Source: an optimization exercise on an open RTL-to-GDS flow (aim: small area, a short achievable clock period and few clock cycles). Production flows keep margins and buffers that such runs may drop. RTL that was checked went through simulation tests only; none was proved equivalent to the original. Power is estimated from default activity; no workload was simulated.

==> inputs of run K <==
// bmp24_stream_writer
module bmp24_stream_writer #(
  parameter int MAX_DIMENSION = bsw_pkg::MAX_DIMENSION_DEFAULT
) (
  input  wire logic                          clk,
  input  wire logic                          rst,
  input  wire logic                          cfg_write,
  input  wire logic [bsw_pkg::CFG_IDX_W-1:0] cfg_index,
  input  wire logic [bsw_pkg::CFG_W-1:0]     cfg_data,
  input  wire logic                          pixel_valid,
  output logic                               pixel_stall,
  input  wire logic [bsw_pkg::PIXEL_W-1:0]   pixel,
  output logic                               file_valid,
  input  wire logic                          file_stall,
  output logic [bsw_pkg::FILE_WORD_W-1:0]    file_word
);
==> module bmp24_stream_writer, before the edit <==
module bmp24_stream_writer #(
  parameter int MAX_DIMENSION = bsw_pkg::MAX_DIMENSION_DEFAULT
) (
  input  wire logic                          clk,
  input  wire logic                          rst,
  input  wire logic                          cfg_write,
  input  wire logic [bsw_pkg::CFG_IDX_W-1:0] cfg_index,
  input  wire logic [bsw_pkg::CFG_W-1:0]     cfg_data,
  input  wire logic                          pixel_valid,
  output logic                               pixel_stall,
  input  wire logic [bsw_pkg::PIXEL_W-1:0]   pixel,
  output logic                               file_valid,
  input  wire logic                          file_stall,
  output logic [bsw_pkg::FILE_WORD_W-1:0]    file_word
);
  function automatic logic [14:0] clamp_dim(input logic [14:0] v);
    if (v[14] && (v[13:0] != '0)) clamp_dim = 15'h4000;
    else if (v == '0)             clamp_dim = 15'd1;
    else                          clamp_dim = v;
  endfunction
  function automatic logic [7:0] to_byte(input logic [16:0] v);
    logic [7:0] a;
    logic [7:0] b;
    logic       dec;
    a   = v[15:8];
    b   = v[7:0];
    dec = (a >= b) && (a != 8'd0);
    to_byte = v[16] ? 8'hFF : a - {7'd0, dec};
  endfunction
  logic [14:0] w_q;
  logic [14:0] h_q;
  logic [14:0] cfg_clamped;
  assign cfg_clamped = clamp_dim(cfg_data);
  always_ff @(posedge clk) begin
    if (rst) begin
      w_q <= 15'd1;
      h_q <= 15'd1;
    end else if (cfg_write) begin
      if (cfg_index) h_q <= cfg_clamped;
      else           w_q <= cfg_clamped;
    end
  end
  logic [14:0] ma;
  logic [14:0] mb;
  logic [3:0]  mcnt;
  logic [13:0] row_words;
  logic [15:0] msum;
  logic        mdone;
  assign row_words = {w_q[14:2], 1'b0} + {1'b0, w_q[14:2]} + {12'd0, w_q[1:0]};
  assign msum      = {1'b0, ma} + (mb[0] ? {2'b0, row_words} : 16'd0);
  assign mdone     = (mcnt == 4'd0);
  always_ff @(posedge clk) begin
    if (rst) begin
      ma   <= 15'd0;
      mb   <= 15'd14;
      mcnt <= 4'd0;
    end else if (cfg_write) begin
      ma   <= 15'd13;
      mb   <= cfg_index ? cfg_clamped : h_q;
      mcnt <= 4'd15;
    end else if (!mdone) begin
      ma   <= msum[15:1];
      mb   <= {msum[0], mb[14:1]};
      mcnt <= mcnt - 4'd1;
    end
  end
  logic [13:0] col;
  logic [13:0] row;
  logic        hdr;        
  logic [14:0] col_inc;
  logic [14:0] row_inc;
  logic        col_last;
  logic        row_last;
  logic        hv;         
  logic        accept;
  assign col_inc  = {1'b0, col} + 15'd1;
  assign row_inc  = {1'b0, row} + 15'd1;
  assign col_last = (col_inc == w_q);
  assign row_last = (row_inc == h_q);
  assign accept   = pixel_valid && !hv;
  always_ff @(posedge clk) begin
    if (rst) begin
      col <= '0;
      row <= '0;
      hdr <= 1'b1;
    end else if (accept) begin
      col <= col_last ? 14'd0 : col_inc[13:0];
      if (col_last) row <= row_last ? 14'd0 : row_inc[13:0];
      hdr <= col_last && row_last;
    end
  end
  logic [5:0] pos;
  logic [7:0] hb;
  logic [7:0] hg;
  logic [7:0] hr;
  logic [1:0] hpad;
  logic       heoi;        
  logic [7:0] cb;
  logic       adv;
  logic       emit;
  logic       is_last;
  logic [7:0] nbyte;
  logic       ov;
  logic [7:0] od;
  logic       ol;
  logic       oe;
  assign cb      = to_byte(pixel[16:0]);
  assign adv     = !ov || !file_stall;
  assign emit    = hv && adv && (mdone || pos != 6'd2);
  assign is_last = (pos[5:2] == 4'b1110) && (pos[1:0] == hpad);
  always_comb begin
    unique case (pos)
      6'd0:  nbyte = 8'h42;
      6'd1:  nbyte = 8'h4D;
      6'd2:  nbyte = heoi ? 8'h3A : {mb[5:0], 2'b10};
      6'd3:  nbyte = heoi ? 8'h00 : mb[13:6];
      6'd4:  nbyte = heoi ? 8'h00 : {ma[6:0], mb[14]};
      6'd5:  nbyte = heoi ? 8'h00 : ma[14:7];
      6'd10: nbyte = 8'd54;
      6'd14: nbyte = 8'd40;
      6'd18: nbyte = heoi ? 8'h01 : w_q[7:0];
      6'd19: nbyte = heoi ? 8'h00 : {1'b0, w_q[14:8]};
      6'd22: nbyte = heoi ? 8'h01 : h_q[7:0];
      6'd23: nbyte = heoi ? 8'h00 : {1'b0, h_q[14:8]};
      6'd26: nbyte = 8'd1;
      6'd28: nbyte = 8'd24;
      6'd54: nbyte = hb;
      6'd55: nbyte = hg;
      6'd56: nbyte = hr;
      default: nbyte = 8'h00;
    endcase
  end
  always_ff @(posedge clk) begin
    if (rst) begin
      hv <= 1'b0;
      ov <= 1'b0;
    end else if (accept) begin
      hv <= 1'b1;
      if (adv) ov <= 1'b1;
    end else if (emit) begin
      ov <= 1'b1;
      if (is_last) hv <= 1'b0;
    end else if (adv) begin
      ov <= 1'b0;
    end
  end
  always_ff @(posedge clk) begin
    if (accept) begin
      hb   <= cb;
      hg   <= to_byte(pixel[33:17]);
      hr   <= to_byte(pixel[50:34]);
      hpad <= col_last ? w_q[1:0] : 2'd0;
      heoi <= col_last && row_last;
      pos  <= hdr ? {5'd0, adv} : (adv ? 6'd55 : 6'd54);
    end else if (emit) begin
      pos  <= pos + 6'd1;
    end
  end
  always_ff @(posedge clk) begin
    if (accept) begin
      if (adv) begin
        od <= hdr ? 8'h42 : cb;
        ol <= 1'b0;
        oe <= 1'b0;
      end
    end else if (emit) begin
      od <= nbyte;
      ol <= is_last;
      oe <= is_last && heoi;
    end
  end
  assign pixel_stall = hv;
  assign file_valid  = ov;
  assign file_word   = {od, ol, oe};
endmodule
make LEC_CHECK=0 CAP_MARGIN=20 CORE_MARGIN=2 CORE_UTILIZATION=40 SLEW_MARGIN=20 finish   # period 7.5 ns
run.sh (not shown) runs the stock make flow with config.mk's settings and CLKGATE_MAP_FILE= SYNTH_SCRIPT=/design/flow/synth_recipe.tcl, a recipe that flattens the netlist after the stock synthesis.
==> run P: changes against run K <==
--- a/flow/design.v
+++ b/flow/design.v
@@ -31,12 +31,29 @@
     else                          clamp_dim = v;
   endfunction
-  function automatic logic [7:0] to_byte(input logic [16:0] v);
+  function automatic logic inc_eq(input logic [14:0] x, input logic [14:0] k);
+    logic [15:0] d;
+    d = {1'b0, x ^ k};
+    inc_eq = d[0];
+    for (int i = 0; i < 15; i++) begin
+      if (d[i+1] && !d[i])         inc_eq = 1'b0;
+      if (d[i] && d[i+1] && !x[i]) inc_eq = 1'b0;
+      if (d[i] && !d[i+1] && x[i]) inc_eq = 1'b0;
+    end
+  endfunction
+  function automatic logic [5:0] inc6(input logic [5:0] x);
+    for (int i = 0; i < 6; i++) inc6[i] = x[i] ^ (&(x | ~((6'd1 << i) - 6'd1)));
+  endfunction
+  function automatic logic [8:0] to_ad(input logic [16:0] v);
     logic [7:0] a;
     logic [7:0] b;
-    logic       dec;
+    logic       ge;
     a   = v[15:8];
     b   = v[7:0];
-    dec = (a >= b) && (a != 8'd0);
-    to_byte = v[16] ? 8'hFF : a - {7'd0, dec};
+    ge  = (a >= b);
+    to_ad = {a | {8{v[16]}}, ge && (a != 8'd0) && !v[16]};
+  endfunction
+  function automatic logic [7:0] ad_byte(input logic [8:0] ad);
+    for (int i = 0; i < 8; i++)
+      ad_byte[i] = ad[i+1] ^ (ad[0] && ((ad[8:1] & ((8'd1 << i) - 8'd1)) == 8'd0));
   endfunction
   logic [14:0] w_q;
@@ -53,62 +70,74 @@
     end
   end
-  logic [14:0] ma;
-  logic [14:0] mb;
+  logic [14:0] x;
+  logic [15:0] y;
+  logic        mborrow;
   logic [3:0]  mcnt;
-  logic [13:0] row_words;
+  logic        rbit;
+  logic        rborrow;
   logic [15:0] msum;
   logic        mdone;
-  assign row_words = {w_q[14:2], 1'b0} + {1'b0, w_q[14:2]} + {12'd0, w_q[1:0]};
-  assign msum      = {1'b0, ma} + (mb[0] ? {2'b0, row_words} : 16'd0);
-  assign mdone     = (mcnt == 4'd0);
-  always_ff @(posedge clk) begin
-    if (rst) begin
-      ma   <= 15'd0;
-      mb   <= 15'd14;
-      mcnt <= 4'd0;
-    end else if (cfg_write) begin
-      ma   <= 15'd13;
-      mb   <= cfg_index ? cfg_clamped : h_q;
-      mcnt <= 4'd15;
-    end else if (!mdone) begin
-      ma   <= msum[15:1];
-      mb   <= {msum[0], mb[14:1]};
-      mcnt <= mcnt - 4'd1;
-    end
-  end
-  logic [13:0] col;
-  logic [13:0] row;
+  logic        mstart;
   logic        hdr;        
-  logic [14:0] col_inc;
-  logic [14:0] row_inc;
+  logic [15:0] add_a;
+  logic        w_one;
   logic        col_last;
   logic        row_last;
   logic        hv;         
   logic        accept;
-  assign col_inc  = {1'b0, col} + 15'd1;
-  assign row_inc  = {1'b0, row} + 15'd1;
-  assign col_last = (col_inc == w_q);
-  assign row_last = (row_inc == h_q);
+  logic        size_out;   
+  logic [5:0] pos;
+  logic       heoi;        
+  logic       emit;
+  assign rbit    = y[0] ^ y[2] ^ mborrow;
+  assign rborrow = (~y[0] & y[2]) | (~(y[0] ^ y[2]) & mborrow);
+  assign add_a   = (mdone && col_last) ? y : {1'b0, x};
+  assign msum    = add_a + ((!mdone && rbit) ? {1'b0, h_q} : 16'd0) + {15'd0, mdone};
+  assign mdone   = (mcnt == 4'd0);
+  assign w_one    = (w_q == 15'd1);
+  assign col_last = hdr ? w_one : inc_eq(x, w_q);
+  assign row_last = hdr ? (h_q == 15'd1) : inc_eq(y[14:0], h_q);
   assign accept   = pixel_valid && !hv;
-  always_ff @(posedge clk) begin
-    if (rst) begin
-      col <= '0;
-      row <= '0;
+  assign mstart   = cfg_write || (accept && col_last && row_last);
+  assign size_out = emit && (pos == 6'd5) && !heoi;
+  always_ff @(posedge clk) begin
+    if (rst) begin
+      x       <= 15'd0;
+      y       <= {14'd14, 2'b00};
+      mborrow <= 1'b0;
+      mcnt    <= 4'd0;
+    end else if (mstart) begin
+      x       <= 15'd13;
+      y       <= {1'b0, (cfg_write && !cfg_index) ? cfg_clamped : w_q};
+      mborrow <= 1'b0;
+      mcnt    <= 4'd14;
+    end else if (!mdone) begin
+      x       <= msum[15:1];
+      y       <= {msum[0], y[15:1]};
+      mborrow <= rborrow;
+      mcnt    <= mcnt - 4'd1;
+    end else if (size_out) begin
+      x       <= {14'd0, !w_one};
+      y       <= {15'd0, w_one};
+    end else if (accept && !hdr) begin
+      x       <= col_last ? 15'd0 : msum[14:0];
+      if (col_last) y <= msum;
+    end
+  end
+  always_ff @(posedge clk) begin
+    if (rst) begin
       hdr <= 1'b1;
     end else if (accept) begin
-      col <= col_last ? 14'd0 : col_inc[13:0];
-      if (col_last) row <= row_last ? 14'd0 : row_inc[13:0];
       hdr <= col_last && row_last;
     end
   end
-  logic [5:0] pos;
-  logic [7:0] hb;
-  logic [7:0] hg;
-  logic [7:0] hr;
+  logic [8:0] hb;
+  logic [8:0] hg;
+  logic [8:0] hr;
   logic [1:0] hpad;
-  logic       heoi;        
-  logic [7:0] cb;
+  logic [8:0] cb;
+  logic [8:0] psel;
+  logic [7:0] pbyte;
   logic       adv;
-  logic       emit;
   logic       is_last;
   logic [7:0] nbyte;
@@ -117,5 +146,7 @@
   logic       ol;
   logic       oe;
-  assign cb      = to_byte(pixel[16:0]);
+  assign cb      = to_ad(pixel[16:0]);
+  assign psel    = accept ? cb : (pos[1] ? (pos[0] ? hg : hb) : hr);
+  assign pbyte   = ad_byte(psel);
   assign adv     = !ov || !file_stall;
   assign emit    = hv && adv && (mdone || pos != 6'd2);
@@ -125,8 +156,8 @@
       6'd0:  nbyte = 8'h42;
       6'd1:  nbyte = 8'h4D;
-      6'd2:  nbyte = heoi ? 8'h3A : {mb[5:0], 2'b10};
-      6'd3:  nbyte = heoi ? 8'h00 : mb[13:6];
-      6'd4:  nbyte = heoi ? 8'h00 : {ma[6:0], mb[14]};
-      6'd5:  nbyte = heoi ? 8'h00 : ma[14:7];
+      6'd2:  nbyte = heoi ? 8'h3A : {y[7:2], 2'b10};
+      6'd3:  nbyte = heoi ? 8'h00 : y[15:8];
+      6'd4:  nbyte = heoi ? 8'h00 : x[7:0];
+      6'd5:  nbyte = heoi ? 8'h00 : {1'b0, x[14:8]};
       6'd10: nbyte = 8'd54;
       6'd14: nbyte = 8'd40;
@@ -137,7 +168,7 @@
       6'd26: nbyte = 8'd1;
       6'd28: nbyte = 8'd24;
-      6'd54: nbyte = hb;
-      6'd55: nbyte = hg;
-      6'd56: nbyte = hr;
+      6'd54: nbyte = pbyte;
+      6'd55: nbyte = pbyte;
+      6'd56: nbyte = pbyte;
       default: nbyte = 8'h00;
     endcase
@@ -160,11 +191,11 @@
     if (accept) begin
       hb   <= cb;
-      hg   <= to_byte(pixel[33:17]);
-      hr   <= to_byte(pixel[50:34]);
+      hg   <= to_ad(pixel[33:17]);
+      hr   <= to_ad(pixel[50:34]);
       hpad <= col_last ? w_q[1:0] : 2'd0;
       heoi <= col_last && row_last;
       pos  <= hdr ? {5'd0, adv} : (adv ? 6'd55 : 6'd54);
     end else if (emit) begin
-      pos  <= pos + 6'd1;
+      pos  <= inc6(pos);
     end
   end
@@ -172,5 +203,5 @@
     if (accept) begin
       if (adv) begin
-        od <= hdr ? 8'h42 : cb;
+        od <= hdr ? 8'h42 : pbyte;
         ol <= 1'b0;
         oe <= 1'b0;
Settings changed: SETUP_SLACK_MARGIN set to 5.
==> summary.md <==
| Metric | Value |
|---|---|
| Netlist cell types | `75` |
| GPL Wtd Cong | `between 0.9 and 1` |
| Sequential power | `a little under 0.8 mW` |
| Outcome | `timing/DRC/antenna clean` |
| Clock net power | `roughly 0.84 mW` |
| Crit-path max cell delay | `about 0.52 ns` |
| Final instance count without filler cells | `between 1,000 and 1,500` |
| Area delta synth->final | `40.9%` |
| Slowest cell on crit path | `or4_4` |
| Placement Setup Slack | `2.87 ns` |
| Global-route wire length before repair | `49,200 um` |
| Critical R2R Launch | `x[2]` |
| Comb_multi_in | `828` |
| Critical Path AT | `4.62 ns` |
| Actual slew at the worst max-slew pin | `0.924 ns` |
The numbers above come from run P.

==> summary.md <==
| Metric | Value |
|---|---|
| Critical R2R Launch | `w_q[2]` |
| Slowest cell on crit path | `dfxtp_1` |
| Final instance count without filler cells | `1,616` |
| Critical Path AT | `roughly 4.7 ns` |
| Global-route wire length before repair | `48,300 um` |
| Sequential power | `0.874 mW` |
| Outcome | `timing/DRC/antenna clean` |
| Actual slew at the worst max-slew pin | `approximately 1.0 ns` |
| Placement Setup Slack | `between 2 and 3 ns` |
| Netlist cell types | `73` |
| Area delta synth->final | `15.7%` |
| Crit-path max cell delay | `0.51 ns` |
| Comb_multi_in | `964` |
The numbers above come from run K.

Testbench counts of run K, summed over its fixed seeds: cycles 195,641.
Only the layout flow was run in run P; the RTL was not checked for function there.

==> static timing again, ports no longer ideal <==
In the flow no input, the clock included, has a driving cell. The finished layouts below were timed again as built, in two steps.
Step 1, drivers: a clkbuf_16 drives clk and a buf_2 each remaining input, both assumed.
Step 2, shift: input delay + t, output delay - t, t = (earliest + latest rising clock arrival at the registers) / 2. This alone moves slack from input paths to output paths.
a / b / c = ideal / step 1 / step 2; a / b = the first two.
run | t (ns) | setup slack, ns | worst hold slack (ns) | worst setup path after step 2 | pins driven straight from the clock port
run K | 0.480 | 3.119 / 3.119 / 2.949 | 0.508 / 0.508 / 0.508 | input to register | 1
run P | 0.474 | 3.195 / 3.195 / 3.195 | 0.500 / 0.500 / 0.500 | register to register | 1
After both steps setup and hold are still met in every run listed. The setup slack of run K, which loses most, moves by 0.000 ns with the drivers and by -0.170 ns with both steps.
